Context: an optimization exercise on an open-source flow, tuned for a short achievable clock period and few clock cycles. The choices shown serve that exercise and are no tape-out recipe. Where RTL was checked, it was by simulation tests only, not by an equivalence proof against the original. For runs 1, 2, 4 and 5, only the layout was checked, not whether the RTL still works. Power is estimated from default activity; no workload was simulated.

**flow/design.v**
```verilog
package proc_pkg;
    typedef enum logic [5-1:0] {
        op_rtype = 5'b00000,
        op_j     = 5'b00001,
        op_bne   = 5'b00010,
        op_jal   = 5'b00011,
        op_jr    = 5'b00100,
        op_addi  = 5'b00101,
        op_blt   = 5'b00110,
        op_sw    = 5'b00111,
        op_lw    = 5'b01000
    } opcode_e;
    typedef enum logic [5-1:0] {
        alu_add = 5'd0,
        alu_sub = 5'd1,
        alu_and = 5'd2,
        alu_or  = 5'd3,
        alu_sll = 5'd4,
        alu_sra = 5'd5
    } alu_op_e;
    typedef struct packed {
        opcode_e                   opcode;
        logic [5-1:0] rd;
        logic [5-1:0] rs;
        logic [5-1:0] rt;
        logic [4:0]                shamt;
        alu_op_e                   alu_op;
        logic [1:0]                spare;
    } insn_t;
    typedef struct packed {
        logic [32-1:0] pc;
        insn_t                 insn;
    } if_id_t;
    typedef struct packed {
        logic [32-1:0] pc;
        logic [32-1:0] a;
        logic [32-1:0] b;
        insn_t                 insn;
    } id_ex_t;
    typedef struct packed {
        logic [32-1:0] result;
        logic [32-1:0] b;
        insn_t                 insn;
    } ex_mem_t;
    typedef struct packed {
        logic [32-1:0] result;
        logic [32-1:0] load_data;
        insn_t                 insn;
    } mem_wb_t;
    typedef struct packed {
        logic                      en;
        logic [5-1:0] idx;
        logic [32-1:0]     data;
    } rf_write_t;
    typedef struct packed {
        logic [32-1:0] addr;
        logic [32-1:0] data;
        logic                  wren;
    } dmem_req_t;
endpackage
module cpu_top (
    input  logic                      clock,
    input  logic                      arst_n,
    output logic [32-1:0]     imem_addr,
    input  logic [32-1:0]     imem_rdata,
    output logic [32-1:0]     dmem_addr,
    output logic [32-1:0]     dmem_wdata,
    output logic                      dmem_wren,
    input  logic [32-1:0]     dmem_rdata,
    output logic [5-1:0] rf_raddr_a,
    output logic [5-1:0] rf_raddr_b,
    input  logic [32-1:0]     rf_rdata_a,
    input  logic [32-1:0]     rf_rdata_b,
    output logic                      rf_wen,
    output logic [5-1:0] rf_widx,
    output logic [32-1:0]     rf_wdata
);
    localparam logic [4:0] OP_R    = 5'd0;
    localparam logic [4:0] OP_J    = 5'd1;
    localparam logic [4:0] OP_BNE  = 5'd2;
    localparam logic [4:0] OP_JAL  = 5'd3;
    localparam logic [4:0] OP_JR   = 5'd4;
    localparam logic [4:0] OP_ADDI = 5'd5;
    localparam logic [4:0] OP_BLT  = 5'd6;
    localparam logic [4:0] OP_SW   = 5'd7;
    localparam logic [4:0] OP_LW   = 5'd8;
    logic [31:0] pc;
    logic [31:0] ras;
    logic        d_valid;
    logic [31:0] d_insn;
    logic [31:0] d_pc1;
    logic        d_pred_taken;
    logic [31:0] d_pred_npc;
    logic [4:0]  d_ra;
    logic [4:0]  d_rb;
    logic        e_valid;
    logic        e_writes;
    logic [4:0]  e_dest;
    logic        e_is_lw;
    logic        e_is_sw;
    logic        e_is_r;
    logic        e_is_jal;
    logic        e_is_bne;
    logic        e_is_blt;
    logic        e_is_jr;
    logic [4:0]  e_func;
    logic [4:0]  e_shamt;
    logic [31:0] e_imm;
    logic [31:0] e_a;
    logic [31:0] e_b;
    logic        e_fa;
    logic        e_fb;
    logic [31:0] e_pc1;
    logic [31:0] e_brtgt;
    logic        e_pred_taken;
    logic [31:0] e_pred_npc;
    logic        m_writes;
    logic [4:0]  m_dest;
    logic        m_is_lw;
    logic        m_wren;
    logic [31:0] m_result;
    logic [31:0] m_sdata;
    logic        w_en;
    logic [4:0]  w_idx;
    logic [31:0] w_data;
    logic [31:0] f_insn;
    logic [4:0]  f_op;
    logic [31:0] f_pc1;
    logic [31:0] f_imm;
    logic [31:0] f_target;
    logic [31:0] f_brtgt;
    logic        f_is_br;
    logic        f_pred_taken;
    logic [31:0] f_pred_npc;
    assign imem_addr = pc;
    assign f_insn    = imem_rdata;
    assign f_op      = f_insn[31:27];
    assign f_pc1     = pc + 32'd1;
    assign f_imm     = {{15{f_insn[16]}}, f_insn[16:0]};
    assign f_target  = {{5{f_insn[26]}}, f_insn[26:0]};
    assign f_brtgt   = f_pc1 + f_imm;
    assign f_is_br   = (f_op == OP_BNE) || (f_op == OP_BLT);
    assign f_pred_taken = f_is_br && f_insn[16];
    always_comb begin
        if ((f_op == OP_J) || (f_op == OP_JAL)) begin
            f_pred_npc = f_target;
        end else if (f_op == OP_JR) begin
            f_pred_npc = ras;
        end else if (f_pred_taken) begin
            f_pred_npc = f_brtgt;
        end else begin
            f_pred_npc = f_pc1;
        end
    end
    logic [4:0]  d_op;
    logic [4:0]  d_rd;
    logic [31:0] d_imm;
    logic        d_is_r;
    logic        d_is_addi;
    logic        d_is_lw;
    logic        d_is_sw;
    logic        d_is_bne;
    logic        d_is_blt;
    logic        d_is_jr;
    logic        d_is_jal;
    logic        d_uses_a;
    logic        d_uses_b;
    logic [4:0]  d_dest;
    logic        d_writes;
    logic        stall;
    logic        d_mhit_a;
    logic        d_mhit_b;
    logic [31:0] m_wdata;
    logic [31:0] d_a;
    logic [31:0] d_b;
    assign d_op      = d_insn[31:27];
    assign d_rd      = d_insn[26:22];
    assign d_imm     = {{15{d_insn[16]}}, d_insn[16:0]};
    assign d_is_r    = d_op == OP_R;
    assign d_is_addi = d_op == OP_ADDI;
    assign d_is_lw   = d_op == OP_LW;
    assign d_is_sw   = d_op == OP_SW;
    assign d_is_bne  = d_op == OP_BNE;
    assign d_is_blt  = d_op == OP_BLT;
    assign d_is_jr   = d_op == OP_JR;
    assign d_is_jal  = d_op == OP_JAL;
    assign d_uses_a  = d_is_r || d_is_addi || d_is_lw || d_is_sw || d_is_bne || d_is_blt;
    assign d_uses_b  = d_is_r || d_is_bne || d_is_blt || d_is_jr || d_is_sw;
    assign d_dest    = d_is_jal ? 5'd31 : d_rd;
    assign d_writes  = (d_is_r || d_is_addi || d_is_lw || d_is_jal) && (d_dest != 5'd0);
    assign rf_raddr_a = d_ra;
    assign rf_raddr_b = d_rb;
    assign stall = d_valid && e_valid && e_is_lw && e_writes &&
                   ((d_uses_a && (d_ra == e_dest)) || (d_uses_b && (d_rb == e_dest)));
    assign m_wdata  = m_is_lw ? dmem_rdata : m_result;
    assign d_mhit_a = m_writes && (m_dest == d_ra);
    assign d_mhit_b = m_writes && (m_dest == d_rb);
    assign d_a      = d_mhit_a ? m_wdata : rf_rdata_a;
    assign d_b      = d_mhit_b ? m_wdata : rf_rdata_b;
    logic [31:0] a;
    logic [31:0] b;
    logic [31:0] sum_ab;
    logic [31:0] diff_ab;
    logic [31:0] sum_ai;
    logic [31:0] alu_r;
    logic [31:0] result;
    logic        ne;
    logic        lt;
    logic        taken;
    logic        mispredict;
    logic [31:0] redirect_pc;
    assign a = e_fa ? m_result : e_a;
    assign b = e_fb ? m_result : e_b;
    assign sum_ab  = a + b;
    assign diff_ab = a - b;
    assign sum_ai  = a + e_imm;
    always_comb begin
        case (e_func)
            5'd1:    alu_r = diff_ab;
            5'd2:    alu_r = a & b;
            5'd3:    alu_r = a | b;
            5'd4:    alu_r = a << e_shamt;
            5'd5:    alu_r = $signed(a) >>> e_shamt;
            default: alu_r = sum_ab;
        endcase
    end
    always_comb begin
        if (e_is_r) begin
            result = alu_r;
        end else if (e_is_jal) begin
            result = e_pc1;
        end else begin
            result = sum_ai;
        end
    end
    assign ne    = b != a;
    assign lt    = $signed(b) < $signed(a);
    assign taken = (e_is_bne && ne) || (e_is_blt && lt);
    assign mispredict = e_valid &&
                        (((e_is_bne || e_is_blt) && (taken != e_pred_taken)) ||
                         (e_is_jr && (b != e_pred_npc)));
    always_comb begin
        if (e_is_jr) begin
            redirect_pc = b;
        end else if (taken) begin
            redirect_pc = e_brtgt;
        end else begin
            redirect_pc = e_pc1;
        end
    end
    assign dmem_addr  = m_result;
    assign dmem_wdata = m_sdata;
    assign dmem_wren  = m_wren;
    assign rf_wen   = w_en;
    assign rf_widx  = w_idx;
    assign rf_wdata = w_data;
    always_ff @(posedge clock or negedge arst_n) begin
        if (!arst_n) begin
            pc  <= 32'h0000_0000;
            ras <= '0;
        end else if (mispredict) begin
            pc <= redirect_pc;
        end else if (!stall) begin
            pc <= f_pred_npc;
            if (f_op == OP_JAL) begin
                ras <= f_pc1;
            end
        end
    end
    always_ff @(posedge clock or negedge arst_n) begin
        if (!arst_n) begin
            d_valid      <= 1'b0;
            d_insn       <= '0;
            d_pc1        <= '0;
            d_pred_taken <= 1'b0;
            d_pred_npc   <= '0;
            d_ra         <= '0;
            d_rb         <= '0;
        end else if (mispredict) begin
            d_valid <= 1'b0;
        end else if (!stall) begin
            d_valid      <= 1'b1;
            d_insn       <= f_insn;
            d_pc1        <= f_pc1;
            d_pred_taken <= f_pred_taken;
            d_pred_npc   <= ras;
            d_ra         <= f_insn[21:17];
            d_rb         <= (f_op[2:1] == 2'b00) ? f_insn[16:12] : f_insn[26:22];
        end
    end
    always_ff @(posedge clock or negedge arst_n) begin
        if (!arst_n) begin
            e_valid      <= 1'b0;
            e_writes     <= 1'b0;
            e_dest       <= '0;
            e_is_lw      <= 1'b0;
            e_is_sw      <= 1'b0;
            e_is_r       <= 1'b0;
            e_is_jal     <= 1'b0;
            e_is_bne     <= 1'b0;
            e_is_blt     <= 1'b0;
            e_is_jr      <= 1'b0;
            e_func       <= '0;
            e_shamt      <= '0;
            e_imm        <= '0;
            e_a          <= '0;
            e_b          <= '0;
            e_fa         <= 1'b0;
            e_fb         <= 1'b0;
            e_pc1        <= '0;
            e_brtgt      <= '0;
            e_pred_taken <= 1'b0;
            e_pred_npc   <= '0;
        end else begin
            e_valid      <= d_valid && !mispredict && !stall;
            e_writes     <= d_valid && !mispredict && !stall && d_writes;
            e_dest       <= d_dest;
            e_is_lw      <= d_is_lw;
            e_is_sw      <= d_is_sw;
            e_is_r       <= d_is_r;
            e_is_jal     <= d_is_jal;
            e_is_bne     <= d_is_bne;
            e_is_blt     <= d_is_blt;
            e_is_jr      <= d_is_jr;
            e_func       <= d_insn[6:2];
            e_shamt      <= d_insn[11:7];
            e_imm        <= d_imm;
            e_a          <= d_a;
            e_b          <= d_b;
            e_fa         <= e_writes && !e_is_lw && (e_dest == d_ra);
            e_fb         <= e_writes && !e_is_lw && (e_dest == d_rb);
            e_pc1        <= d_pc1;
            e_brtgt      <= d_pc1 + d_imm;
            e_pred_taken <= d_pred_taken;
            e_pred_npc   <= d_pred_npc;
        end
    end
    always_ff @(posedge clock or negedge arst_n) begin
        if (!arst_n) begin
            m_writes <= 1'b0;
            m_dest   <= '0;
            m_is_lw  <= 1'b0;
            m_wren   <= 1'b0;
            m_result <= '0;
            m_sdata  <= '0;
        end else begin
            m_writes <= e_writes;
            m_dest   <= e_dest;
            m_is_lw  <= e_is_lw;
            m_wren   <= e_valid && e_is_sw;
            m_result <= result;
            m_sdata  <= b;
        end
    end
    always_ff @(posedge clock or negedge arst_n) begin
        if (!arst_n) begin
            w_en   <= 1'b0;
            w_idx  <= '0;
            w_data <= '0;
        end else begin
            w_en   <= m_writes;
            w_idx  <= m_dest;
            w_data <= m_wdata;
        end
    end
endmodule
```
**flow/run.sh**
```bash
#!/bin/bash
# synth_recipe.tcl (not shown) runs the flow's synth.tcl, then flattens the netlist and writes it again
# the make line also repeats each setting of config.mk as NAME=value (left out here)
make -C /OpenROAD-flow-scripts/flow DESIGN_CONFIG=/design/flow/config.mk WORK_HOME=/design/flow/orfs CLKGATE_MAP_FILE= SYNTH_SCRIPT=/design/flow/synth_recipe.tcl finish
```
**flow/config.mk**
```make
export PLATFORM = sky130hd
export DESIGN_NAME = cpu_top
export DESIGN_NICKNAME = cpu_top
export VERILOG_FILES = /design/flow/design.v
export SDC_FILE = /design/flow/constraint.sdc
export NUM_CORES = 4
export LEC_CHECK = 0
export ABC_CLOCK_PERIOD_IN_PS = 2000
export CAP_MARGIN = 20
export CORE_MARGIN = 2
export CORE_UTILIZATION = 40
export SETUP_SLACK_MARGIN = 5
export SLEW_MARGIN = 20
export TNS_END_PERCENT = 100
```
**flow/constraint.sdc**
```tcl
create_clock -name core_clock -period 9.0 [get_ports {clock}]
set_input_delay 1.8000 -clock core_clock [delete_from_list [all_inputs] [get_ports {clock}]]
set_output_delay 1.8000 -clock core_clock [all_outputs]
set_load 0.01 [all_outputs]
```
==> results of run 1 <==
[synthesized netlist by cell type (all sizes together), types with 52 or more instances]
cell type	count
o211ai	52
nor2	281
dfrtp	471
nand3	52
xnor2	133
mux2i	203
buf	61
nor3	63
ha	222
xor2	58
nand2	265
mux2	169
o21ai	179
clkbuf	123
inv	153
a211oi	56
a21oi	281
[worst max path at each step]
stage              endpoint  slack (ns)  depth (start not counted)     startpoint
2_1_floorplan        pc[24]        4.71                         11  imem_rdata[0]
4_1_cts        m_result[30]        4.44                         19           e_fb
3_3_place_gp        ras[31]        3.09                         15           e_fb
5_1_grt        m_result[30]        4.26                         20           e_fb
6_report       m_result[30]        4.35                         20           e_fb
3_5_place_dp        ras[31]        3.07                         14           e_fa
[power breakdown]
group          internal [mW]  switching [mW]  total (mW)
clock                   1.28           0.982        2.26
combinational           1.94            2.15        4.08
sequential              2.72           0.716        3.44
[worst reg2reg max path, stage by stage (launching register included)]
cell and delay, ns:
dfrtp_2 0.37, buf_12 0.15, buf_16 0.16, mux2i_4 0.27, ha_2 0.23, o21ai_2 0.07
or2_4 0.28, nor3_4 0.17, inv_1 0.08, or3_4 0.39, o21ai_2 0.18, xnor2_1 0.10
ha_2 0.40, nand4_1 0.16, buf_4 0.18, nor4_4 0.26, a211oi_4 0.13, o21ai_1 0.18
o211ai_1 0.14, or4b_4 0.50, a32oi_2 0.17
[area by class of cell]
type,count,area share [%]
Tap cell,1060,3.04
Inverter,155,1.38
Timing Repair Buffer,568,14.0
Clock inverter,22,0.611
Clock buffer,76,3.58
Sequential cell,471,27.1
Multi-Input combinational cell,2612,50.3
[cells in the final DEF (no fill, tap or decap), drive strengths merged, types with 15 or more instances in the layout]
cell	instances
a21o	50
o21ai	179
dfrtp	471
buf	286
o21bai	18
nand3	52
ha	222
o221ai	16
o31ai	15
nor2b	17
o21a	31
o22ai	24
clkdlybuf4s50	259
nor2	281
mux4	46
a21oi	281
mux2	169
a31oi	23
a211oi	56
nor4	26
o2111ai	15
a221o	27
clkbuf	85
nand2	265
and3	27
and2	20
nand4	29
inv	154
or3	19
clkinv	15
xnor2	133
nand2b	23
o211ai	52
nor3	63
xor2	58
mux2i	203
[per-layer routing]
metal,GRT usage [%],share of wire [%],vias to the layer above
met5,0,0,-
met4,15.5,6.0,0
met3,3.89,7.2,307
met2,48.3,44,1480
met1,43.5,43,14900
li1,-,-,13400
[cells by family (layout without fill, tap and decap cells)]
family / count (synthesis) / count (layout) / share of synthesized area (%)
AO/OA/AOI/OAI: 899 / 899 / 17.9
XOR/XNOR: 191 / 191 / 5.13
adder cells (fa/ha/maj): 226 / 226 / 8.76
buffers and inverters: 339 / 821 / 4.17
flip-flops: 471 / 471 / 36.1
multiplexers: 418 / 418 / 15.4
AND/OR/NAND/NOR: 875 / 878 / 12.4
[through the flow]
| stage | hold slack, ns | util [%] | std cells | power [mW] |
|---|---|---|---|---|
| final | 0.369 | 54.1 | 4964 | 9.78 |
| after global routing | 0.382 | 54.1 | 4964 | 10.3 |
| after floorplan | 0.350 | - | 3419 | 5.42 |
| after global placement | 0.358 | 45.3 | 4615 | 6.87 |
| after CTS | 0.369 | 51.1 | 4850 | 9.42 |
| after detailed placement | 0.360 | 45.4 | 4616 | 6.88 |
[what timing repair did]
action | in CTS | in global routing
cloned | 20 | 9
buffers inserted | 116 | 104
gates resized for setup | 295 | 284
pin swaps | 57 | 80
setup endpoints to repair | 194 | 191
hold buffers | 0 | 0
==> summary.txt, run 1 <==
Die
The overall die width is 290 microns. The effective utilization at floorplan is approximately two fifths. After floorplanning, the core was divided into 104 placement rows. The die covers 83800 sq um. The area inside the core boundary is between 80000 and 90000 sq um. about 280 I/O pins were placed.

The floorplan die height is 290 microns.

Clock network
The clock insertion delay at the later pin of the skew report is around 0.67 ns. Buffers inserted during clock tree synthesis total 53. In this run the deepest clock path goes through 3 buffers. The cell sitting at the root of the clock tree is a clkbuf_16.

Clock-pin slew was measured on the worst setup and hold paths at 0.06 ns. The number of clock sinks is 471. The H-tree depth reported by CTS is 2. TritonCTS built the clock tree.

Worst setup path
Data arrives at the worst endpoint at roughly 5.2 ns. The terminus of the critical flop-to-flop path is m_result[30]. Walking the worst path, the cells encountered are buf_12 -> buf_16 -> mux2i_4 -> ha_2 -> o21ai_2 -> or2_4 -> nor3_4 -> inv_1 -> or3_4 -> o21ai_2 -> xnor2_1 -> ha_2 -> nand4_1 -> buf_4 -> nor4_4 -> a211oi_4 -> o21ai_1 -> o211ai_1 -> or4b_4 -> a32oi_2. The critical path required time is 9.53 ns. The type of the worst setup path is reg -> reg. The endpoint type of the worst setup path is a flop. The launch point of the worst reg-to-reg path is e_fb. The worst-path cell with the longest stage delay is or4b_4.

The maximum fanout encountered on the critical timing path is 5. On the critical path the largest part of the delay comes from simple AND/OR/NAND/NOR gates. The flop-to-flop setup slack is 4.35 ns.

The count of buffer and inverter cells on the critical path is 4. The maximum cell stage delay along the critical path is 0.50 ns. Counting cells, the worst reg-to-reg path comes to 20. The worst setup path is launched from a flop.

Drt
The total via count in the routed design is 30000. The first detailed-routing pass ran for 8 iterations. The detail route stage leaves a number of antenna-violating nets equal to 0. The remaining design rule violation count is 0. The detailed router's first-iteration violation count is 3475.

After detailed routing, the number of vias per cell comes to 6.05. The aggregate routed wire length is 137000 microns. Dividing the detail-routed wire length by the instance count gives 27.6 microns.

Power and ir drop
The leakage power figure is 18.6 nW. In this run the power density over the cells is between 200 and 250 nW/um^2. IR analysis of the VDD net gives a maximum drop of about 0.18 mV.

GRT
The first global-routing pass estimated 194000 microns of wire. The number of global-route vias before repair is 28800. Entering global routing, the biggest net connects about 180 pins.

The number of antenna violations at the first check in global routing is 1. The final global-route overflow total is 0. The total global routing track utilization is 31.3%.

Placed design
The post-detailed-placement half-perimeter wirelength is between 90000 and 100000 microns. The final weighted congestion in routability-driven placement is 0.997. In this run the cell area measured after placement is about 37000 sq um. Input and output buffers added on the ports amount to 274. Before CTS, the worst setup slack after placement is 3.07 ns.

Synthesis
The library cell occupying the most area in the post-synthesis netlist is dfrtp_1. The most instantiated flip-flop cell in the synthesis netlist is dfrtp_1. By area the synthesized netlist is led by dfrtp_1 36%, ha_1 8.5%, mux2i_1 5.7%, mux2_2 4.8%, a21oi_1 4.3%. After synthesis, the share of flip-flops with an asynchronous set or reset is 100%.

The net count after synthesis is roughly 3800. Of the synthesized area, sequential elements account for 36.1%. For this run, the number of Yosys warnings is 1.

The synthesized area per cell is between 9 and 10 sq um. Synthesis produced a netlist whose cell count is between 3000 and 4000. After synthesis the cells add up to 32600 sq um.

The number of flops mapped to enable cells by yosys is 0. The register bit total from synthesis is 471. The post-synthesis cell type count is 85. The synthesized design devotes to its leading area cell type 36.1% of total area.

Hold path
The worst hold path belongs to the class reg -> reg. The path with the worst hold slack has its endpoint at e_pred_npc[31]. The beginning of the worst hold path is d_pred_npc[31].

The worst hold path cell count is 0.

STA
Setup repair after global routing could not meet its margin everywhere. The final-report max-slew violation count is 0. The minimum clock period is 4.65 ns. Setup violations remaining at the end of the flow were counted as 0.

Timing would allow up to ~0.22 GHz. After layout, the worst path uses between 50% and 60% of the clock period. The worst pin sits at a relative slew slack of 26.2%. The actual slew at the worst max-slew pin is 1.09 ns. The final total negative setup slack is 0 ns. The minimum setup slack in the final design is 4.35 ns. The final count of hold timing violations is 0. Across the routed clock network, the largest skew measured is around 0.062 ns.

Flow run
The tool flagged a number of max-cap violations equal to 0.

Finish
The sequential cell area is 11800 sq um. The multi-input gate area in the final layout is 22000 sq um. The number of filler instances in the final layout is 7152. The post-route netlist has 23.8% of its cells at a drive strength greater than 1. Once layout is done, the placed cells without fillers occupy 43600 sq um. The final layout net count is 4217. The total inserted antenna cells is 0. The synthesis-to-layout area growth is 33.7%.

Status
The flow ran to the end and the layout has no timing, DRC or antenna violations.
==> run 2: changes to the inputs <==
--- a/flow/design.v
+++ b/flow/design.v
@@ -58,6 +58,39 @@
         logic                  wren;
     } dmem_req_t;
 endpackage
+module proc_ks_add #(
+    parameter int W = 32
+) (
+    input  logic [W-1:0] x,
+    input  logic [W-1:0] y,
+    input  logic         cin,
+    output logic [W-1:0] s,
+    output logic         cout
+);
+    localparam int L = $clog2(W);
+    logic [W-1:0] p0;
+    logic [W-1:0] g [0:L];
+    logic [W-1:0] p [0:L];
+    assign p0 = x ^ y;
+    always_comb begin
+        g[0] = x & y;
+        g[0][0] = (x[0] & y[0]) | (p0[0] & cin);
+        p[0] = p0;
+    end
+    for (genvar l = 0; l < L; l++) begin : g_lvl
+        for (genvar i = 0; i < W; i++) begin : g_bit
+            if (i >= (1 << l)) begin : g_comb
+                assign g[l+1][i] = g[l][i] | (p[l][i] & g[l][i-(1<<l)]);
+                assign p[l+1][i] = p[l][i] & p[l][i-(1<<l)];
+            end else begin : g_pass
+                assign g[l+1][i] = g[l][i];
+                assign p[l+1][i] = p[l][i];
+            end
+        end
+    end
+    assign s    = p0 ^ {g[L][W-2:0], cin};
+    assign cout = g[L][W-1];
+endmodule
 module cpu_top (
     input  logic                      clock,
     input  logic                      arst_n,
@@ -135,10 +168,10 @@
     assign imem_addr = pc;
     assign f_insn    = imem_rdata;
     assign f_op      = f_insn[31:27];
-    assign f_pc1     = pc + 32'd1;
+    proc_ks_add i_f_pc1 (.x(pc), .y(32'd0), .cin(1'b1), .s(f_pc1), .cout());
     assign f_imm     = {{15{f_insn[16]}}, f_insn[16:0]};
     assign f_target  = {{5{f_insn[26]}}, f_insn[26:0]};
-    assign f_brtgt   = f_pc1 + f_imm;
+    proc_ks_add i_f_brtgt (.x(pc), .y(f_imm), .cin(1'b1), .s(f_brtgt), .cout());
     assign f_is_br   = (f_op == OP_BNE) || (f_op == OP_BLT);
     assign f_pred_taken = f_is_br && f_insn[16];
     always_comb begin
@@ -196,6 +229,8 @@
     assign d_mhit_a = m_writes && (m_dest == d_ra);
     assign d_mhit_b = m_writes && (m_dest == d_rb);
     assign d_a      = d_mhit_a ? m_wdata : rf_rdata_a;
+    logic [31:0] d_brtgt;
+    proc_ks_add i_d_brtgt (.x(d_pc1), .y(d_imm), .cin(1'b0), .s(d_brtgt), .cout());
     assign d_b      = d_mhit_b ? m_wdata : rf_rdata_b;
     logic [31:0] a;
     logic [31:0] b;
@@ -211,9 +246,11 @@
     logic [31:0] redirect_pc;
     assign a = e_fa ? m_result : e_a;
     assign b = e_fb ? m_result : e_b;
-    assign sum_ab  = a + b;
-    assign diff_ab = a - b;
-    assign sum_ai  = a + e_imm;
+    logic        ge_ba;
+    proc_ks_add i_sum_ab  (.x(a), .y(b), .cin(1'b0), .s(sum_ab), .cout());
+    proc_ks_add i_diff_ab (.x(a), .y(~b), .cin(1'b1), .s(diff_ab), .cout());
+    proc_ks_add i_sum_ai  (.x(a), .y(e_imm), .cin(1'b0), .s(sum_ai), .cout());
+    proc_ks_add i_cmp (.x({~b[31], b[30:0]}), .y(~{~a[31], a[30:0]}), .cin(1'b1), .s(), .cout(ge_ba));
     always_comb begin
         case (e_func)
             5'd1:    alu_r = diff_ab;
@@ -234,7 +271,7 @@
         end
     end
     assign ne    = b != a;
-    assign lt    = $signed(b) < $signed(a);
+    assign lt    = !ge_ba;
     assign taken = (e_is_bne && ne) || (e_is_blt && lt);
     assign mispredict = e_valid &&
                         (((e_is_bne || e_is_blt) && (taken != e_pred_taken)) ||
@@ -330,7 +367,7 @@
             e_fa         <= e_writes && !e_is_lw && (e_dest == d_ra);
             e_fb         <= e_writes && !e_is_lw && (e_dest == d_rb);
             e_pc1        <= d_pc1;
-            e_brtgt      <= d_pc1 + d_imm;
+            e_brtgt      <= d_brtgt;
             e_pred_taken <= d_pred_taken;
             e_pred_npc   <= d_pred_npc;
         end
==> summary.txt, run 2 <==
Clock network
The clock-pin transition on the worst setup and hold timing paths is 0.06 ns (about the same). The number of buffers on the longest clock path was 3 (unchanged). The hold-fix buffer count after cts is 0 (unchanged). The number of clock sinks was 471 (unchanged). The number of clock buffers inserted by TritonCTS is 54 (+1.9%). TritonCTS built the clock tree. The clock insertion delay at the later pin of the skew report is 0.65 ns (-0.02 ns). The H-tree depth reported by CTS came to 2 (unchanged). The buffer type at the clock tree root is clkbuf_16.

Flow run
The max-cap check violation count came to 0 (unchanged).

Synthesis
The post-synthesis cell type count is 92 (+8.2%). The sequential-to-total area share from yosys stat is 34.8% (-1.3 points). The share of async-settable or async-resettable flops after synthesis is 100% (unchanged). The cell count after synthesis is 3724 (+8.9%). The number of flops mapped to enable cells by yosys came to 0 (unchanged). Ranked by total cell area, the synthesized netlist is headed by dfrtp_1 35%, ha_1 8.2%, a21oi_1 5.5%, mux2i_1 5.4%, nor2_1 4.1%. The mapped cell area is 33900 sq um (+3.8%). The synthesized area per cell is 9.09 sq um (-4.7%). The net count after synthesis came to 4080 (+8.1%). The register bit total from synthesis is 471 (unchanged). Among all cell types in the netlist, the one instantiated most often is dfrtp_1.

The number of warnings printed during yosys synthesis was 324 (+323). Ranked by instance count, the synthesized netlist is headed by 471 x dfrtp_1, 375 x a21oi_1, 373 x nor2_1. The area share of the largest cell type after synthesis is 34.8% (-1.3 points). In the synthesized netlist the dominant register cell turns out to be dfrtp_1. The library cell occupying the most area in the post-synthesis netlist is dfrtp_1.

STA
The actual slew at the worst max-slew pin is 1.27 ns (+0.182 ns). The final cycle utilization of the critical path is 48.3% (-3.3 points). The final-report max-slew violation count is 0 (unchanged). The remaining max-slew budget at the tightest pin is 14.0% (-12 points).

The maximum operating frequency is 0.230 GHz (+6.9%). The worst slack on hold paths is 0.375 ns (+0.00689 ns). The count of endpoints failing setup in the final report came to 0 (unchanged).

The minimum setup slack in the final design is 4.65 ns (+0.298 ns). The final total negative setup slack came to 0 ns (unchanged). Setup repair after global routing could not meet its margin everywhere. The final count of hold timing violations is 0 (unchanged). The minimum clock period is 4.35 ns (-0.298 ns). The final clock skew came to 0.0293 ns (-0.0332 ns).

Worst setup path
The largest individual stage delay along the critical path comes from the cell or4_4. The terminus of the critical flop-to-flop path is ras[17]. The flop-to-flop setup slack is 4.65 ns (+0.30 ns). STA classifies the critical path startpoint as a flop. The instance count on the critical path was 18 (-10%). The count of cells along the worst register-to-register path is 18 (-10%). The worst setup path is captured at a flop.

The maximum cell stage delay along the critical path was 0.57 ns (+0.07 ns). The signal on the critical path passes through buf_12 -> buf_16 -> mux2i_4 -> ha_4 -> or3_4 -> or4_4 -> a21oi_2 -> o31a_1 -> nor4_4 -> mux2i_4 -> o31ai_4 -> buf_6 -> buf_16 -> nand3_4 -> buf_12 -> buf_12 -> nand2_2 -> o21ai_1. The worst register-to-register path begins at e_fb. The arrival time of the worst setup path is 4.86 ns (-0.32 ns). The cell class contributing the biggest share of worst-path delay is simple AND/OR/NAND/NOR gates. The critical path required time was 9.51 ns (-0.02 ns).

The type of the worst setup path is reg -> reg. The most repeated library cell on the critical path is buf_12. The maximum fanout encountered on the critical timing path is 6 (+1). The count of buffer and inverter cells on the critical path is 6 (+2).

GRT
The first-pass GRT wire length is 222000 microns (+14%). The number of antenna violations at the first check in global routing came to 3 (+2). The final global-route overflow total came to 0 (unchanged). The total global routing track utilization was 34.7% (+3.4 points). The number of global-route vias before repair came to 31300 (+8.7%). The maximum number of pins on one net before global-route repair was 174 (-2.8%).

Power and ir drop
The ratio of total power to cell area is 232 nW/um^2 (+3.2%). The highest ir drop seen on vdd is 0.166 mV (-7.4%). The leakage power figure is 18.8 nW (+0.94%).

Placed design
The port buffer count is 274 (unchanged). The post-detailed-placement half-perimeter wirelength is 112000 microns (+16%). The final weighted congestion in routability-driven placement came to 1.04 (+4.6%). The setup slack after placement was 2.82 ns (-0.249 ns). The total instance count after detailed placement came to 4970 (+7.7%).

Drt
The number of antenna-violating nets in the routed design is 0 (unchanged). The average routed wire per standard cell is 30.1 microns (+8.9%). The detailed router's first-iteration violation count is 3631 (+4.5%). The aggregate routed wire length came to 160000 microns (+16%).

The length of the first detailed-routing pass in iterations is 8 (unchanged). The total via count in the routed design came to 33000 (+9.9%). The routed via count divided by cell count was 6.21 (+2.7%).

The remaining design rule violation count is 0 (unchanged).

Status
The run finished with no timing, DRC or antenna violations.

Die
The overall die width was 295 microns (+1.9%). The number of ports placed on the die boundary is 275 (unchanged). The area inside the core boundary is 83700 sq um (+3.7%).

The effective utilization at floorplan was 40.5% (about the same). The floorplan die height was 295 microns (+1.9%). The placement row count came to 106 (+1.9%). The area enclosed by the die boundary is 87000 sq um (+3.8%).

Finish
The number of filler instances in the final layout came to 7480 (+4.6%). The post-layout instance count excluding filler cells is 5309 (+7.0%). In the layout the commonest cells are 460 x dfrtp_1, 356 x nor2_1, 308 x a21oi_1, 278 x nand2_1, 258 x clkdlybuf4s50_1. The most common cell after layout, fill and taps aside is dfrtp_1. The synthesis-to-layout area growth was 33.8% (about the same). The share of cells above drive strength 1 is 23.5% (-0.34 points). The utilization of the core after routing is 54.1% (+0.083 points). The final layout net count is 4488 (+6.4%).

Hold path
The worst hold path cell count was 0 (unchanged). The worst hold path begins at d_pred_npc[3]. The end point of the most critical hold path is e_pred_npc[3].

The path type of the worst min-delay path is reg -> reg.
==> run 2: through the flow <==
stage	power (mW)	area, sq um
floorplan	5.69	34000
global placement	7.39	37700
detailed placement	7.40	37700
CTS	10.1	43100
global route	11.0	45300
finish	10.5	45300
==> run 2: cells by family (layout without fill, tap and decap cells) <==
family          count (synthesis)  in the layout  share of synthesized area (%)
compound gates               1109           1109                           20.6
fa+ha+maj                     226            226                           8.46
mux                           356            356                           13.7
simple gates                  996            996                           13.3
xor+xnor                      161            161                           4.16
other cells                     0              1                              0
flops                         471            471                           34.8
buf+inv                       405            855                           5.00
==> run 2: repair_timing <==
item                                    CTS  global route
endpoints found under the setup margin  202           190
resized for setup                       450           279
setup buffers                           132            59
pin swaps                                96            90
cloned                                   18            31
==> run 2: worst register-to-register path: cells and delay by family, from the launching register on <==
| family | cells | cell delay (ns) |
|---|---|---|
| compound gates | 4 | 0.68 |
| fa+ha+maj | 1 | 0.25 |
| simple gates | 5 | 1.26 |
| flops | 1 | 0.56 |
| mux | 2 | 0.51 |
| buf+inv | 6 | 0.96 |
==> run 2: final cells by class <==
cell class / instances / area, sq um / area share (%)
antenna: 1 / 2.50 / 0.00552
clock buffer: 77 / 1560 / 3.44
clock inverter: 21 / 262 / 0.577
inverter: 180 / 724 / 1.60
multi-input combinational: 2848 / 23100 / 51.0
sequential: 471 / 11800 / 26.1
tap: 1134 / 1420 / 3.13
timing repair buffer: 577 / 6430 / 14.2
==> run 2: how the worst max path moves through the flow <==
stage                              from      endpoint
after detailed placement           e_fa  m_result[31]
after global placement             e_fa  m_result[31]
after global routing               e_fb       ras[21]
final                              e_fb       ras[17]
after CTS                          e_fb        ras[6]
after floorplan           imem_rdata[0]        pc[26]
==> run 2: layer usage <==
layer  global-route usage [%]  share of wire (%)  vias up
li1                         -                  -    14300
met1                     45.4                 39    16200
met2                     53.7                 45     1938
met3                     6.22                8.6      516
met4                     20.7                7.9        0
met5                        0                  0        -
==> run 2: where the power goes <==
part	internal, mW	switching [mW]
Sequential	2.72	0.906
Clock	1.30	0.995
Combinational	2.10	2.48
Total	6.11	4.38
==> run 3: changes to the inputs <==
--- a/flow/design.v
+++ b/flow/design.v
@@ -67,7 +67,7 @@
     output logic [W-1:0] s,
     output logic         cout
 );
-    localparam int L = $clog2(W);
+    localparam int L = 5;
     logic [W-1:0] p0;
     logic [W-1:0] g [0:L];
     logic [W-1:0] p [0:L];
==> summary.txt, run 3 <==
Finish
The synthesis-to-layout area growth is 33.8% (unchanged). The share of cells above drive strength 1 is 23.5% (unchanged). The final layout net count was 4488 (unchanged). Leaving out fill and tap cells, the most frequent cell in the layout is dfrtp_1. In the layout the commonest cells are 460 x dfrtp_1, 356 x nor2_1, 308 x a21oi_1, 278 x nand2_1, 258 x clkdlybuf4s50_1.

The utilization of the core after routing was 54.1% (unchanged). The area of all placed cells without fillers was 45300 sq um (unchanged). The post-layout instance count excluding filler cells is 5309 (unchanged).

Placed design
The instance area after placement came to 37700 sq um (unchanged). The total instance count after detailed placement is 4970 (unchanged). The port buffer count is 274 (unchanged). The final weighted congestion in routability-driven placement was 1.04 (unchanged). The setup slack after placement is 2.82 ns (unchanged). The post-detailed-placement half-perimeter wirelength is 112000 microns (unchanged).

STA
Setup repair after global routing could not meet its margin everywhere. The count of endpoints failing setup in the final report came to 0 (unchanged). The worst slack on hold paths is 0.375 ns (unchanged). The minimum setup slack in the final design is 4.65 ns (unchanged). The actual slew at the worst max-slew pin is 1.27 ns (unchanged).

The final clock skew is 0.0293 ns (unchanged). The final count of hold timing violations was 0 (unchanged). The final cycle utilization of the critical path came to 48.3% (unchanged). The minimum clock period is 4.35 ns (unchanged). The remaining max-slew budget at the tightest pin was 14.0% (unchanged). The final total negative setup slack came to 0 ns (unchanged).

The final-report max-slew violation count is 0 (unchanged). The maximum operating frequency is 0.230 GHz (unchanged).

GRT
The total global routing track utilization is 34.7% (unchanged). The number of global-route vias before repair is 31300 (unchanged). The first-pass GRT wire length is 222000 microns (unchanged).

The maximum number of pins on one net before global-route repair is 174 (unchanged). The final global-route overflow total came to 0 (unchanged). The number of antenna violations at the first check in global routing is 3 (unchanged).

Die
The floorplan die height is 295 microns (unchanged). The number of ports placed on the die boundary is 275 (unchanged). The effective utilization at floorplan is 40.5% (unchanged). The overall die width is 295 microns (unchanged). The area enclosed by the die boundary is 87000 sq um (unchanged).

The placement row count came to 106 (unchanged). The area inside the core boundary came to 83700 sq um (unchanged).

Drt
The total via count in the routed design came to 33000 (unchanged). The length of the first detailed-routing pass in iterations came to 8 (unchanged). The number of antenna-violating nets in the routed design is 0 (unchanged). The detailed router's first-iteration violation count came to 3631 (unchanged). The average routed wire per standard cell was 30.1 microns (unchanged).

The aggregate routed wire length is 160000 microns (unchanged). The remaining design rule violation count was 0 (unchanged). The routed via count divided by cell count is 6.21 (unchanged).

Synthesis
The number of warnings printed during yosys synthesis is 324 (unchanged). The net count after synthesis is 4080 (unchanged). The post-synthesis cell type count is 92 (unchanged).

The library cell occupying the most area in the post-synthesis netlist is dfrtp_1. The leading cell type by number of instances after synthesis is dfrtp_1. The area share of the largest cell type after synthesis came to 34.8% (unchanged). The cell count after synthesis is 3724 (unchanged). The register bit total from synthesis is 471 (unchanged).

The sequential-to-total area share from yosys stat is 34.8% (unchanged). The mapped cell area is 33900 sq um (unchanged). The number of flops mapped to enable cells by yosys was 0 (unchanged). The synthesized area per cell is 9.09 sq um (unchanged). Yosys attributes the largest share of cell area to dfrtp_1 35%, ha_1 8.2%, a21oi_1 5.5%, mux2i_1 5.4%, nor2_1 4.1%. The share of async-settable or async-resettable flops after synthesis came to 100% (unchanged).

By count the netlist is led by 471 x dfrtp_1, 375 x a21oi_1, 373 x nor2_1. The most instantiated flip-flop cell in the synthesis netlist is dfrtp_1.

Worst setup path
The critical path is of the reg -> reg type. The nature of the critical path startpoint is a flop. The signal on the critical path passes through buf_12 -> buf_16 -> mux2i_4 -> ha_4 -> or3_4 -> or4_4 -> a21oi_2 -> o31a_1 -> nor4_4 -> mux2i_4 -> o31ai_4 -> buf_6 -> buf_16 -> nand3_4 -> buf_12 -> buf_12 -> nand2_2 -> o21ai_1. The critical path required time is 9.51 ns (about the same).

The endpoint type of the worst setup path is a flop. The most repeated library cell on the critical path is buf_12. The maximum cell stage delay along the critical path is 0.57 ns (about the same). The worst-path cell with the longest stage delay is or4_4.

The maximum fanout encountered on the critical timing path was 6 (unchanged). The arrival time of the worst setup path was 4.86 ns (about the same).

Clock network
The clock insertion delay at the later pin of the skew report was 0.65 ns (about the same). The number of clock buffers inserted by TritonCTS was 54 (unchanged). The number of clock sinks was 471 (unchanged).

The clock-pin transition on the worst setup and hold timing paths came to 0.06 ns (about the same). The TritonCTS clock tree is built. The number of buffers on the longest clock path was 3 (unchanged). The H-tree depth reported by CTS was 2 (unchanged). The buffer type at the clock tree root is clkbuf_16.

Power and ir drop
The ratio of total power to cell area was 232 nW/um^2 (unchanged). The highest ir drop seen on vdd is 0.166 mV (unchanged). The leakage power figure is 18.8 nW (unchanged). The total design power was 10.5 mW (unchanged).

Flow run
The max-cap check violation count is 0 (unchanged).

Hold path
The path type of the worst min-delay path is reg -> reg.

Status
The run finished with no timing, DRC or antenna violations.
[run 3: cell families after synthesis]
kind of cell / count (synthesis) / share of synthesized area, %
DFF: 471 / 34.8
xor gates and xnor gates: 161 / 4.16
muxes: 356 / 13.7
adders and majority gates: 226 / 8.46
buffers and inverters: 405 / 5.00
and+or+nand+nor: 996 / 13.3
AOI/OAI and AO/OA: 1109 / 20.6
[run 3: area by class of cell]
class,instances,area (sq um)
sequential,471,11800
clock inverter,21,262
tap,1134,1420
antenna,1,2.50
clock buffer,77,1560
timing repair buffer,577,6430
inverter,180,724
multi-input combinational,2848,23100
fill,7480,38400
[run 3: layer usage]
metal	global-route usage (%)	wire length [microns]	vias to the layer above
met1	45.4	62300	16200
met5	0	0	-
met3	6.22	13800	516
li1	-	-	14300
met4	20.7	12600	0
met2	53.7	71100	1938
[run 3: timing repair]
action                     in CTS  in global routing
gates cloned                   18                 31
buffers inserted              132                 59
setup endpoints to repair     202                190
pin swaps                      96                 90
hold buffers                    0                  0
gates resized for setup       450                279
[run 3: path summary, 6_finish.rpt]
path / startpoint / end / slack, ns / cells past startpoint
min: d_pred_npc[3] / e_pred_npc[3] / 0.38 / 0
min in group asynchronous: arst_n / e_b[31] / 1.24 / 1
max in group asynchronous: arst_n / pc[0] / 6.03 / 3
max reg2reg: e_fb / ras[17] / 4.65 / 18
max: e_fb / ras[17] / 4.65 / 18
min reg2reg: d_pred_npc[3] / e_pred_npc[3] / 0.38 / 0
[run 3: power breakdown]
part | switching [mW] | internal, mW | total (mW)
Sequential | 0.906 | 2.72 | 3.62
Combinational | 2.48 | 2.10 | 4.58
Clock | 0.995 | 1.30 | 2.29
[run 3: worst max-delay path: cells and delay by family (launching register included)]
family / cells / cell delay [ns]
flip-flops: 1 / 0.56
AO/OA/AOI/OAI: 4 / 0.68
multiplexers: 2 / 0.51
adder cells (fa/ha/maj): 1 / 0.25
buffers and inverters: 6 / 0.94
AND/OR/NAND/NOR: 5 / 1.24
Testbench counts of run 3, summed over its fixed seeds: cycles 50,615.
==> run 4: changes to the inputs <==
--- a/flow/design.v
+++ b/flow/design.v
@@ -67,7 +67,7 @@
     output logic [W-1:0] s,
     output logic         cout
 );
-    localparam int L = 5;
+    localparam int L = $clog2(W);
     logic [W-1:0] p0;
     logic [W-1:0] g [0:L];
     logic [W-1:0] p [0:L];
@@ -136,13 +136,18 @@
     logic        e_is_bne;
     logic        e_is_blt;
     logic        e_is_jr;
-    logic [4:0]  e_func;
+    logic        e_s_add;
+    logic        e_s_sub;
+    logic        e_s_and;
+    logic        e_s_or;
+    logic        e_s_sll;
+    logic        e_s_sra;
+    logic        e_s_ai;
+    logic        e_s_pc1;
     logic [4:0]  e_shamt;
     logic [31:0] e_imm;
     logic [31:0] e_a;
     logic [31:0] e_b;
-    logic        e_fa;
-    logic        e_fb;
     logic [31:0] e_pc1;
     logic [31:0] e_brtgt;
     logic        e_pred_taken;
@@ -220,6 +225,16 @@
     assign d_uses_a  = d_is_r || d_is_addi || d_is_lw || d_is_sw || d_is_bne || d_is_blt;
     assign d_uses_b  = d_is_r || d_is_bne || d_is_blt || d_is_jr || d_is_sw;
     assign d_dest    = d_is_jal ? 5'd31 : d_rd;
+    logic d_func_sub;
+    logic d_func_and;
+    logic d_func_or;
+    logic d_func_sll;
+    logic d_func_sra;
+    assign d_func_sub = d_insn[6:2] == 5'd1;
+    assign d_func_and = d_insn[6:2] == 5'd2;
+    assign d_func_or  = d_insn[6:2] == 5'd3;
+    assign d_func_sll = d_insn[6:2] == 5'd4;
+    assign d_func_sra = d_insn[6:2] == 5'd5;
     assign d_writes  = (d_is_r || d_is_addi || d_is_lw || d_is_jal) && (d_dest != 5'd0);
     assign rf_raddr_a = d_ra;
     assign rf_raddr_b = d_rb;
@@ -232,44 +247,36 @@
     logic [31:0] d_brtgt;
     proc_ks_add i_d_brtgt (.x(d_pc1), .y(d_imm), .cin(1'b0), .s(d_brtgt), .cout());
     assign d_b      = d_mhit_b ? m_wdata : rf_rdata_b;
+    logic e_fwd_a;
+    logic e_fwd_b;
+    assign e_fwd_a = e_writes && !e_is_lw && (e_dest == d_ra);
+    assign e_fwd_b = e_writes && !e_is_lw && (e_dest == d_rb);
     logic [31:0] a;
     logic [31:0] b;
     logic [31:0] sum_ab;
     logic [31:0] diff_ab;
     logic [31:0] sum_ai;
-    logic [31:0] alu_r;
     logic [31:0] result;
     logic        ne;
     logic        lt;
     logic        taken;
     logic        mispredict;
     logic [31:0] redirect_pc;
-    assign a = e_fa ? m_result : e_a;
-    assign b = e_fb ? m_result : e_b;
+    assign a = e_a;
+    assign b = e_b;
     logic        ge_ba;
     proc_ks_add i_sum_ab  (.x(a), .y(b), .cin(1'b0), .s(sum_ab), .cout());
     proc_ks_add i_diff_ab (.x(a), .y(~b), .cin(1'b1), .s(diff_ab), .cout());
     proc_ks_add i_sum_ai  (.x(a), .y(e_imm), .cin(1'b0), .s(sum_ai), .cout());
     proc_ks_add i_cmp (.x({~b[31], b[30:0]}), .y(~{~a[31], a[30:0]}), .cin(1'b1), .s(), .cout(ge_ba));
-    always_comb begin
-        case (e_func)
-            5'd1:    alu_r = diff_ab;
-            5'd2:    alu_r = a & b;
-            5'd3:    alu_r = a | b;
-            5'd4:    alu_r = a << e_shamt;
-            5'd5:    alu_r = $signed(a) >>> e_shamt;
-            default: alu_r = sum_ab;
-        endcase
-    end
-    always_comb begin
-        if (e_is_r) begin
-            result = alu_r;
-        end else if (e_is_jal) begin
-            result = e_pc1;
-        end else begin
-            result = sum_ai;
-        end
-    end
+    logic [31:0] sll_a;
+    logic [31:0] sra_a;
+    assign sll_a = a << e_shamt;
+    assign sra_a = $signed(a) >>> e_shamt;
+    assign result = ({32{e_s_add}} & sum_ab) | ({32{e_s_sub}} & diff_ab) |
+                    ({32{e_s_and}} & (a & b)) | ({32{e_s_or}} & (a | b)) |
+                    ({32{e_s_sll}} & sll_a) | ({32{e_s_sra}} & sra_a) |
+                    ({32{e_s_ai}} & sum_ai) | ({32{e_s_pc1}} & e_pc1);
     assign ne    = b != a;
     assign lt    = !ge_ba;
     assign taken = (e_is_bne && ne) || (e_is_blt && lt);
@@ -295,10 +302,12 @@
         if (!arst_n) begin
             pc  <= 32'h0000_0000;
             ras <= '0;
-        end else if (mispredict) begin
-            pc <= redirect_pc;
-        end else if (!stall) begin
-            pc <= f_pred_npc;
+        end else begin
+            if (mispredict) begin
+                pc <= redirect_pc;
+            end else if (!stall) begin
+                pc <= f_pred_npc;
+            end
             if (f_op == OP_JAL) begin
                 ras <= f_pc1;
             end
@@ -313,16 +322,16 @@
             d_pred_npc   <= '0;
             d_ra         <= '0;
             d_rb         <= '0;
-        end else if (mispredict) begin
-            d_valid <= 1'b0;
         end else if (!stall) begin
-            d_valid      <= 1'b1;
+            d_valid      <= !mispredict;
             d_insn       <= f_insn;
             d_pc1        <= f_pc1;
             d_pred_taken <= f_pred_taken;
             d_pred_npc   <= ras;
             d_ra         <= f_insn[21:17];
             d_rb         <= (f_op[2:1] == 2'b00) ? f_insn[16:12] : f_insn[26:22];
+        end else if (mispredict) begin
+            d_valid <= 1'b0;
         end
     end
     always_ff @(posedge clock or negedge arst_n) begin
@@ -337,13 +346,18 @@
             e_is_bne     <= 1'b0;
             e_is_blt     <= 1'b0;
             e_is_jr      <= 1'b0;
-            e_func       <= '0;
+            e_s_add      <= 1'b0;
+            e_s_sub      <= 1'b0;
+            e_s_and      <= 1'b0;
+            e_s_or       <= 1'b0;
+            e_s_sll      <= 1'b0;
+            e_s_sra      <= 1'b0;
+            e_s_ai       <= 1'b0;
+            e_s_pc1      <= 1'b0;
             e_shamt      <= '0;
             e_imm        <= '0;
             e_a          <= '0;
             e_b          <= '0;
-            e_fa         <= 1'b0;
-            e_fb         <= 1'b0;
             e_pc1        <= '0;
             e_brtgt      <= '0;
             e_pred_taken <= 1'b0;
@@ -359,13 +373,19 @@
             e_is_bne     <= d_is_bne;
             e_is_blt     <= d_is_blt;
             e_is_jr      <= d_is_jr;
-            e_func       <= d_insn[6:2];
+            e_s_add      <= d_is_r && !d_func_sub && !d_func_and && !d_func_or &&
+                            !d_func_sll && !d_func_sra;
+            e_s_sub      <= d_is_r && d_func_sub;
+            e_s_and      <= d_is_r && d_func_and;
+            e_s_or       <= d_is_r && d_func_or;
+            e_s_sll      <= d_is_r && d_func_sll;
+            e_s_sra      <= d_is_r && d_func_sra;
+            e_s_ai       <= !d_is_r && !d_is_jal;
+            e_s_pc1      <= d_is_jal;
             e_shamt      <= d_insn[11:7];
             e_imm        <= d_imm;
-            e_a          <= d_a;
-            e_b          <= d_b;
-            e_fa         <= e_writes && !e_is_lw && (e_dest == d_ra);
-            e_fb         <= e_writes && !e_is_lw && (e_dest == d_rb);
+            e_a          <= e_fwd_a ? result : d_a;
+            e_b          <= e_fwd_b ? result : d_b;
             e_pc1        <= d_pc1;
             e_brtgt      <= d_brtgt;
             e_pred_taken <= d_pred_taken;
==> summary.txt, run 4 <==
Worst setup path
The maximum cell stage delay along the critical path is 0.53 ns (-0.04 ns). The critical path goes through inv_1 -> ha_1 -> nor4_4 -> nand3_1 -> or4_4 -> o31ai_4 -> buf_4 -> o21ai_2 -> a211oi_4 -> buf_4 -> and2_4 -> o221ai_1 -> o211ai_1. The instance count on the critical path is 13 (-5).

The count of buffer and inverter cells on the critical path is 3 (-3). The endpoint type of the worst setup path is a flop. The most numerous cell type found on the critical path is buf_4. For this design, the slowest cell found on the critical path is or4_4. The terminus of the critical flop-to-flop path is pc[21]. The flop-to-flop setup slack came to 4.96 ns (+0.31 ns). The worst register-to-register path begins at e_a[24].

The nature of the critical path startpoint is a flop. The type of the worst setup path is reg -> reg. The arrival time of the worst setup path is 4.60 ns (-0.26 ns).

Broken down by cell family, the worst path's largest delay share belongs to simple AND/OR/NAND/NOR gates. The critical path required time is 9.56 ns (+0.05 ns). The count of cells along the worst register-to-register path is 13 (-5). The maximum fanout encountered on the critical timing path was 18 (+12).

Status
The run finished with no timing, DRC or antenna violations.

Clock network
The buffer type at the clock tree root is clkbuf_16. The number of clock buffers inserted by TritonCTS is 55 (+1.9%). The H-tree depth reported by CTS was 2 (unchanged). The number of buffers on the longest clock path is 3 (unchanged). The clock-pin transition on the worst setup and hold timing paths is 0.07 ns (about the same).

The clock insertion delay at the later pin of the skew report is 0.65 ns (about the same). TritonCTS built the clock tree. The number of clock sinks is 475 (+0.85%).

Placed design
The post-detailed-placement half-perimeter wirelength is 97300 microns (-13%). The port buffer count is 274 (unchanged). The final weighted congestion in routability-driven placement is 0.999 (-4.2%).

The instance area after placement came to 36600 sq um (-3.0%).

STA
The final clock skew is 0.0422 ns (+0.0129 ns). The final count of hold timing violations was 0 (unchanged). The maximum operating frequency is 0.248 GHz (+7.7%). The minimum clock period is 4.04 ns (-0.311 ns).

The remaining max-slew budget at the tightest pin is 30.2% (+16 points). The final-report max-slew violation count is 0 (unchanged). The actual slew at the worst max-slew pin is 1.05 ns (-0.227 ns). The final cycle utilization of the critical path is 44.9% (-3.5 points). Setup repair after global routing could not meet its margin everywhere. The count of endpoints failing setup in the final report is 0 (unchanged).

The final total negative setup slack is 0 ns (unchanged).

Synthesis
The cell count after synthesis is 3755 (+0.83%). The post-synthesis cell type count is 90 (-2.2%). The share of async-settable or async-resettable flops after synthesis is 100% (unchanged). The area share of the largest cell type after synthesis is 36.2% (+1.4 points).

By instance count, the leading cell after synthesis is nand2_1. The mapped cell area is 32800 sq um (-3.0%). The register bit total from synthesis is 475 (+0.85%).

The sequential-to-total area share from yosys stat was 36.2% (+1.4 points). Sorting the synthesized cells by how often they occur yields 520 x nand2_1, 475 x dfrtp_1, 327 x a21oi_1. The synthesized area per cell is 8.75 sq um (-3.8%). The net count after synthesis is 4117 (+0.91%).

Ranked by total cell area, the synthesized netlist is headed by dfrtp_1 36%, ha_1 8.6%, nand2_1 5.9%, a21oi_1 5.0%, o21ai_0 4.2%. In the synthesized netlist the dominant register cell turns out to be dfrtp_1. The number of warnings printed during yosys synthesis is 324 (unchanged). The number of flops mapped to enable cells by yosys is 0 (unchanged).

The library cell occupying the most area in the post-synthesis netlist is dfrtp_1.

Drt
The number of antenna-violating nets in the routed design was 0 (unchanged). The remaining design rule violation count is 0 (unchanged). The detailed router's first-iteration violation count is 3095 (-15%). The average routed wire per standard cell came to 25.6 microns (-15%).

The length of the first detailed-routing pass in iterations is 6 (-2). The total via count in the routed design was 30000 (-9.0%). The aggregate routed wire length was 130000 microns (-19%). The routed via count divided by cell count came to 5.93 (-4.5%).

Hold path
The worst hold path begins at d_pred_npc[26]. The path type of the worst min-delay path is reg -> reg. The worst hold path cell count was 0 (unchanged). The path with the worst hold slack has its endpoint at e_pred_npc[26].

Die
The placement row count is 105 (-0.94%). The overall die width is 291 microns (-1.5%). The area enclosed by the die boundary is 84400 sq um (-2.9%).

The number of ports placed on the die boundary is 275 (unchanged). The floorplan die height is 291 microns (-1.5%). The area inside the core boundary is 81700 sq um (-2.4%). The effective utilization at floorplan was 40.2% (-0.26 points).

Finish
The final layout net count is 4303 (-4.1%). The share of cells above drive strength 1 is 11.6% (-12 points). Leaving out fill and tap cells, the most frequent cell in the layout is nand2_1. The area of all placed cells without fillers is 39500 sq um (-13%). The synthesis-to-layout area growth is 20.1%. Leaving out fill and tap cells, the most frequent cells in the layout are 520 x nand2_1, 432 x dfrtp_1, 320 x a21oi_1, 274 x nor2_1, 258 x clkdlybuf4s50_1.

GRT
The final global-route overflow total came to 0 (unchanged). The maximum number of pins on one net before global-route repair is 171 (-1.7%). The total global routing track utilization was 30.0% (-4.7 points). The first-pass GRT wire length was 193000 microns (-13%). The number of antenna violations at the first check in global routing is 2 (-1).

The number of global-route vias before repair was 29200 (-6.7%).

Flow run
The max-cap check violation count is 0 (unchanged).

Power and ir drop
The leakage power figure is 16.8 nW (-11%). The highest ir drop seen on vdd came to 0.147 mV (-11%). The total design power was 8.70 mW (-17%). The ratio of total power to cell area is 220 nW/um^2 (-4.8%).
[run 4: worst register-to-register path: cells and delay by family (launching register included)]
kind | cells | cell delay (ns)
simple gates | 4 | 1.37
compound gates | 5 | 1.01
buf+inv | 3 | 0.57
fa+ha+maj | 1 | 0.51
flops | 1 | 0.50
[run 4: kinds of logic after synthesis]
kind of cell | count (synthesis) | synth area share, %
xor gates and xnor gates | 164 | 4.37
AOI/OAI and AO/OA | 1154 | 22.5
buffers and inverters | 401 | 4.86
adders and majority gates | 232 | 8.95
muxes | 207 | 8.01
and+or+nand+nor | 1122 | 15.1
DFF | 475 | 36.2
[run 4: stage by stage]
step / utilization (%) / instances / hold slack [ns] / worst slack [ns]
floorplan: - / 3755 / 0.354 / 4.97
global placement: 44.7 / 4928 / 0.357 / 3.65
detailed placement: 44.7 / 4928 / 0.358 / 3.47
CTS: 47.8 / 5044 / 0.371 / 4.89
global route: 48.3 / 5055 / 0.384 / 4.86
finish: 48.3 / 5057 / 0.373 / 4.96
[run 4: worst max path at each step]
stage          slack, ns     startpoint      to
6_report            4.96        e_a[24]  pc[21]
5_1_grt             4.86        e_a[24]  pc[19]
4_1_cts             4.89        e_a[17]  pc[28]
3_5_place_dp        3.47        e_a[31]  pc[21]
3_3_place_gp        3.65        e_a[31]  pc[21]
2_1_floorplan       4.97  imem_rdata[0]  pc[30]
[run 4: layout make-up]
type / instances / area, sq um
antenna: 3 / 7.51
fill: 7954 / 42300
clock buffer: 70 / 1520
tap: 1070 / 1340
clock inverter: 30 / 467
multi-input combinational: 2879 / 20000
sequential: 475 / 12000
timing repair buffer: 350 / 3450
inverter: 180 / 692
[run 4: timing repair]
action | CTS | global route
gates resized for setup | 134 | 77
hold buffers | 0 | 0
pin swaps | 15 | 19
setup endpoints to repair | 99 | 76
gates cloned | 1 | 0
buffers inserted | 15 | 10
[run 4: where the power goes]
group	switching, mW	internal, mW	leakage (nW)	total (mW)
Sequential	0.505	2.63	5.50	3.14
Clock	0.991	1.49	0.978	2.48
Combinational	1.72	1.37	10.3	3.08
Total	3.21	5.48	16.8	8.70
[run 4: layer usage]
metal | vias up | GRT usage [%] | share of wire (%)
li1 | 13800 | - | -
met1 | 14600 | 43.4 | 45
met2 | 1362 | 44.4 | 43
met5 | - | 0 | 0
met4 | 0 | 11.3 | 4.1
met3 | 220 | 5.43 | 8.0
==> run 5: changes to the inputs <==
--- a/flow/design.v
+++ b/flow/design.v
@@ -67,7 +67,7 @@
     output logic [W-1:0] s,
     output logic         cout
 );
-    localparam int L = $clog2(W);
+    localparam int L = 5;
     logic [W-1:0] p0;
     logic [W-1:0] g [0:L];
     logic [W-1:0] p [0:L];
@@ -119,9 +119,16 @@
     localparam logic [4:0] OP_LW   = 5'd8;
     logic [31:0] pc;
     logic [31:0] ras;
+    logic [255:0] bp;
+    logic        u_valid;
+    logic [7:0]  u_idx;
+    logic        u_taken;
+    logic        r_redirect;
+    logic [31:0] r_redirect_pc;
     logic        d_valid;
     logic [31:0] d_insn;
     logic [31:0] d_pc1;
+    logic [7:0]  d_pcl;
     logic        d_pred_taken;
     logic [31:0] d_pred_npc;
     logic [4:0]  d_ra;
@@ -149,6 +156,7 @@
     logic [31:0] e_a;
     logic [31:0] e_b;
     logic [31:0] e_pc1;
+    logic [7:0]  e_pcl;
     logic [31:0] e_brtgt;
     logic        e_pred_taken;
     logic [31:0] e_pred_npc;
@@ -178,7 +186,7 @@
     assign f_target  = {{5{f_insn[26]}}, f_insn[26:0]};
     proc_ks_add i_f_brtgt (.x(pc), .y(f_imm), .cin(1'b1), .s(f_brtgt), .cout());
     assign f_is_br   = (f_op == OP_BNE) || (f_op == OP_BLT);
-    assign f_pred_taken = f_is_br && f_insn[16];
+    assign f_pred_taken = f_is_br && (f_insn[16] || bp[pc[7:0]]);
     always_comb begin
         if ((f_op == OP_J) || (f_op == OP_JAL)) begin
             f_pred_npc = f_target;
@@ -280,7 +288,9 @@
     assign ne    = b != a;
     assign lt    = !ge_ba;
     assign taken = (e_is_bne && ne) || (e_is_blt && lt);
-    assign mispredict = e_valid &&
+    logic e_live;
+    assign e_live = e_valid && !r_redirect;
+    assign mispredict = e_live &&
                         (((e_is_bne || e_is_blt) && (taken != e_pred_taken)) ||
                          (e_is_jr && (b != e_pred_npc)));
     always_comb begin
@@ -303,8 +313,8 @@
             pc  <= 32'h0000_0000;
             ras <= '0;
         end else begin
-            if (mispredict) begin
-                pc <= redirect_pc;
+            if (r_redirect) begin
+                pc <= r_redirect_pc;
             end else if (!stall) begin
                 pc <= f_pred_npc;
             end
@@ -318,19 +328,21 @@
             d_valid      <= 1'b0;
             d_insn       <= '0;
             d_pc1        <= '0;
+            d_pcl        <= '0;
             d_pred_taken <= 1'b0;
             d_pred_npc   <= '0;
             d_ra         <= '0;
             d_rb         <= '0;
         end else if (!stall) begin
-            d_valid      <= !mispredict;
+            d_valid      <= !r_redirect;
             d_insn       <= f_insn;
             d_pc1        <= f_pc1;
+            d_pcl        <= pc[7:0];
             d_pred_taken <= f_pred_taken;
             d_pred_npc   <= ras;
             d_ra         <= f_insn[21:17];
             d_rb         <= (f_op[2:1] == 2'b00) ? f_insn[16:12] : f_insn[26:22];
-        end else if (mispredict) begin
+        end else if (r_redirect) begin
             d_valid <= 1'b0;
         end
     end
@@ -359,12 +371,13 @@
             e_a          <= '0;
             e_b          <= '0;
             e_pc1        <= '0;
+            e_pcl        <= '0;
             e_brtgt      <= '0;
             e_pred_taken <= 1'b0;
             e_pred_npc   <= '0;
         end else begin
-            e_valid      <= d_valid && !mispredict && !stall;
-            e_writes     <= d_valid && !mispredict && !stall && d_writes;
+            e_valid      <= d_valid && !r_redirect && !stall;
+            e_writes     <= d_valid && !r_redirect && !stall && d_writes;
             e_dest       <= d_dest;
             e_is_lw      <= d_is_lw;
             e_is_sw      <= d_is_sw;
@@ -387,6 +400,7 @@
             e_a          <= e_fwd_a ? result : d_a;
             e_b          <= e_fwd_b ? result : d_b;
             e_pc1        <= d_pc1;
+            e_pcl        <= d_pcl;
             e_brtgt      <= d_brtgt;
             e_pred_taken <= d_pred_taken;
             e_pred_npc   <= d_pred_npc;
@@ -401,10 +415,10 @@
             m_result <= '0;
             m_sdata  <= '0;
         end else begin
-            m_writes <= e_writes;
+            m_writes <= e_writes && !r_redirect;
             m_dest   <= e_dest;
             m_is_lw  <= e_is_lw;
-            m_wren   <= e_valid && e_is_sw;
+            m_wren   <= e_live && e_is_sw;
             m_result <= result;
             m_sdata  <= b;
         end
@@ -420,4 +434,23 @@
             w_data <= m_wdata;
         end
     end
+    always_ff @(posedge clock or negedge arst_n) begin
+        if (!arst_n) begin
+            r_redirect    <= 1'b0;
+            r_redirect_pc <= '0;
+            u_valid       <= 1'b0;
+            u_idx         <= '0;
+            u_taken       <= 1'b0;
+            bp            <= '0;
+        end else begin
+            r_redirect    <= mispredict;
+            r_redirect_pc <= redirect_pc;
+            u_valid       <= e_live && (e_is_bne || e_is_blt);
+            u_idx         <= e_pcl;
+            u_taken       <= taken;
+            if (u_valid) begin
+                bp[u_idx] <= u_taken;
+            end
+        end
+    end
 endmodule
==> summary.txt, run 5 <==
Status
The flow ran to the end and the layout has no timing, DRC or antenna violations.

Synthesis
The sequential-to-total area share from yosys stat is 42.6% (+6.4 points). The net count after synthesis is 5224 (+27%). The post-synthesis cell type count is 94 (+4.4%).

Yosys attributes the largest share of cell area to dfrtp_1 43%, o21ai_0 6.9%, ha_1 6.2%, mux4_2 6.1%, nand2_1 4.9%. Among all cell types in the netlist, the one instantiated most often is dfrtp_1. The synthesized area per cell is 9.55 sq um (+9.1%).

Counting instances in the post-synthesis netlist gives the leading cell types as 790 x dfrtp_1, 643 x o21ai_0, 600 x nand2_1. dfrtp_1 takes more of the synthesized area than any other cell. The number of flops mapped to enable cells by yosys is 0 (unchanged). The cell count after synthesis was 4859 (+29%).

Hold path
The end point of the most critical hold path is u_idx[3].

Finish
From synthesis to final layout, the design area changed by 17.3%. Leaving out fill and tap cells, the most frequent cell in the layout is dfrtp_1. The utilization of the core after routing came to 47.5% (-0.82 points).

GRT
The maximum number of pins on one net before global-route repair is 147 (-14%). The first-pass GRT wire length was 247000 microns (+28%). The total global routing track utilization is 27.5% (-2.5 points). The number of antenna violations at the first check in global routing is 4 (+2).

The final global-route overflow total is 0 (unchanged).

Clock network
The clock insertion delay at the later pin of the skew report is 0.70 ns (+0.05 ns). The buffer type at the clock tree root is clkbuf_16. TritonCTS built the clock tree.

The H-tree depth reported by CTS is 3 (+1). The hold-fix buffer count after cts is 0 (unchanged).

STA
The final cycle utilization of the critical path is 44.9% (about the same). The minimum clock period is 4.04 ns (+0.00292 ns). The actual slew at the worst max-slew pin is 1.20 ns (+0.152 ns). The remaining max-slew budget at the tightest pin is 19.8% (-10 points).

The final total negative setup slack is 0 ns (unchanged). The final-report max-slew violation count is 0 (unchanged). The count of endpoints failing setup in the final report was 0 (unchanged). Setup repair after global routing could not meet its margin everywhere. The final count of hold timing violations was 0 (unchanged).

Worst setup path
The worst register-to-register path begins at e_a[0]. The endpoint type of the worst setup path is a flop. STA classifies the critical path startpoint as a flop. The flop-to-flop setup slack is 4.96 ns (about the same).

The critical path is of the reg -> reg type. The maximum fanout encountered on the critical timing path is 8 (-10).

Power and ir drop
The ratio of total power to cell area is 241 nW/um^2 (+9.3%). The total design power came to 13.1 mW (+51%).

Die
The effective utilization at floorplan was 40.5% (+0.26 points).

Drt
The number of antenna-violating nets in the routed design is 0 (unchanged). The total via count in the routed design is 39600 (+32%). The length of the first detailed-routing pass in iterations is 6 (unchanged). The average routed wire per standard cell is 25.1 microns (-2.2%).

Placed design
The post-detailed-placement half-perimeter wirelength is 120000 microns (+23%).

Flow run
The max-cap check violation count is 0 (unchanged).
==> run 5: changes by cell type after synthesis, sizes merged, moves of 24 or more <==
| cell | change |
|---|---|
| o21ai | +403 |
| dfrtp | +315 |
| mux4 | +87 |
| nand2 | +79 |
| clkbuf | +53 |
| mux2 | +32 |
| mux2i | +31 |
| nor2 | +25 |
| nand3 | +24 |
==> run 5: metal layers <==
layer  GRT usage (%)  vias up  wire length (microns)
met2            40.4     1856                  71400
met3            4.89      243                  15100
met4            7.16        0                   4080
met5               0        -                      0
li1                -    17800                      -
met1            41.6    19700                  75400
==> run 5: cell families after synthesis <==
family	count (synthesis)	synth area share, %
adder cells (fa/ha/maj)	235	6.42
multiplexers	357	11.3
buffers and inverters	496	4.33
AO/OA/AOI/OAI	1502	19.5
AND/OR/NAND/NOR	1310	12.6
XOR/XNOR	169	3.19
flip-flops	790	42.6
==> run 5: worst max path at each step <==
stage	startpoint	end
after floorplan	imem_rdata[0]	pc[30]
after global placement	imem_rdata[16]	pc[28]
after detailed placement	imem_rdata[16]	pc[28]
after CTS	pc[3]	pc[28]
after global routing	imem_rdata[16]	pc[30]
final	e_a[0]	e_b[26]
==> run 5: repair_timing <==
| item | CTS | global route |
|---|---|---|
| hold endpoints to repair | 0 | 0 |
| setup buffers | 8 | 32 |
| pin swaps | 6 | 22 |
| setup endpoints to repair | 120 | 142 |
| gates resized for setup | 71 | 88 |
==> run 5: area by class of cell <==
class	count	area [sq um]
clock inverter	39	552
multi-input combinational	3573	25200
tap	1512	1890
clock buffer	123	2530
antenna	2	5.00
inverter	203	774
sequential	790	19800
fill	10800	60200
timing repair buffer	379	3660
==> run 5: per-stage QoR <==
step	hold slack, ns	setup WS [ns]	area, sq um	instances
after global placement	0.334	4.02	50400	6417
after CTS	0.350	4.86	53800	6587
after global routing	0.353	4.83	54400	6619
final	0.340	4.96	54400	6621
after detailed placement	0.335	3.97	50400	6417
after floorplan	0.331	5.00	46400	4859
==> run 5: worst max-delay path, stage by stage (launching register included) <==
cell	delay [ns]
dfrtp_2	0.50
ha_1	0.27
fa_1	0.43
a211oi_1	0.37
o21bai_1	0.15
nand4bb_1	0.22
a21oi_1	0.16
o31ai_2	0.44
xnor2_1	0.17
a221o_1	0.43
or3_1	0.44
mux2_2	0.29
==> run 5: report_power, final <==
group          internal (mW)  switching [mW]
sequential              4.25           0.805
combinational           1.79            2.46
clock                   2.22            1.59

## what the ideal ports hide
The results above use ideal ports. As a check the final layouts listed here were re-extracted and re-timed, cells and wires unchanged. Step 1 assumes that a clkbuf_16 drives the clock port and a buf_2 every other input. Step 2 also shifts input and output timing later by t, the mid clock arrival at the registers, as if the neighbouring blocks saw the same clock. a / b / c = no drivers / after step 1 / after step 2; a / b = the first two.
run | t, ns | slack for setup (ns)
run 1 | 0.712 | 4.353 / 4.353 / 4.038
run 2 | 0.707 | 4.651 / 4.651 / 4.139
run 3 | 0.707 | 4.651 / 4.651 / 4.139
run 4 | 0.697 | 4.963 / 4.963 / 4.339
run 5 | 0.740 | 4.960 / 4.960 / 4.299
After both steps setup and hold are still met in every run listed.
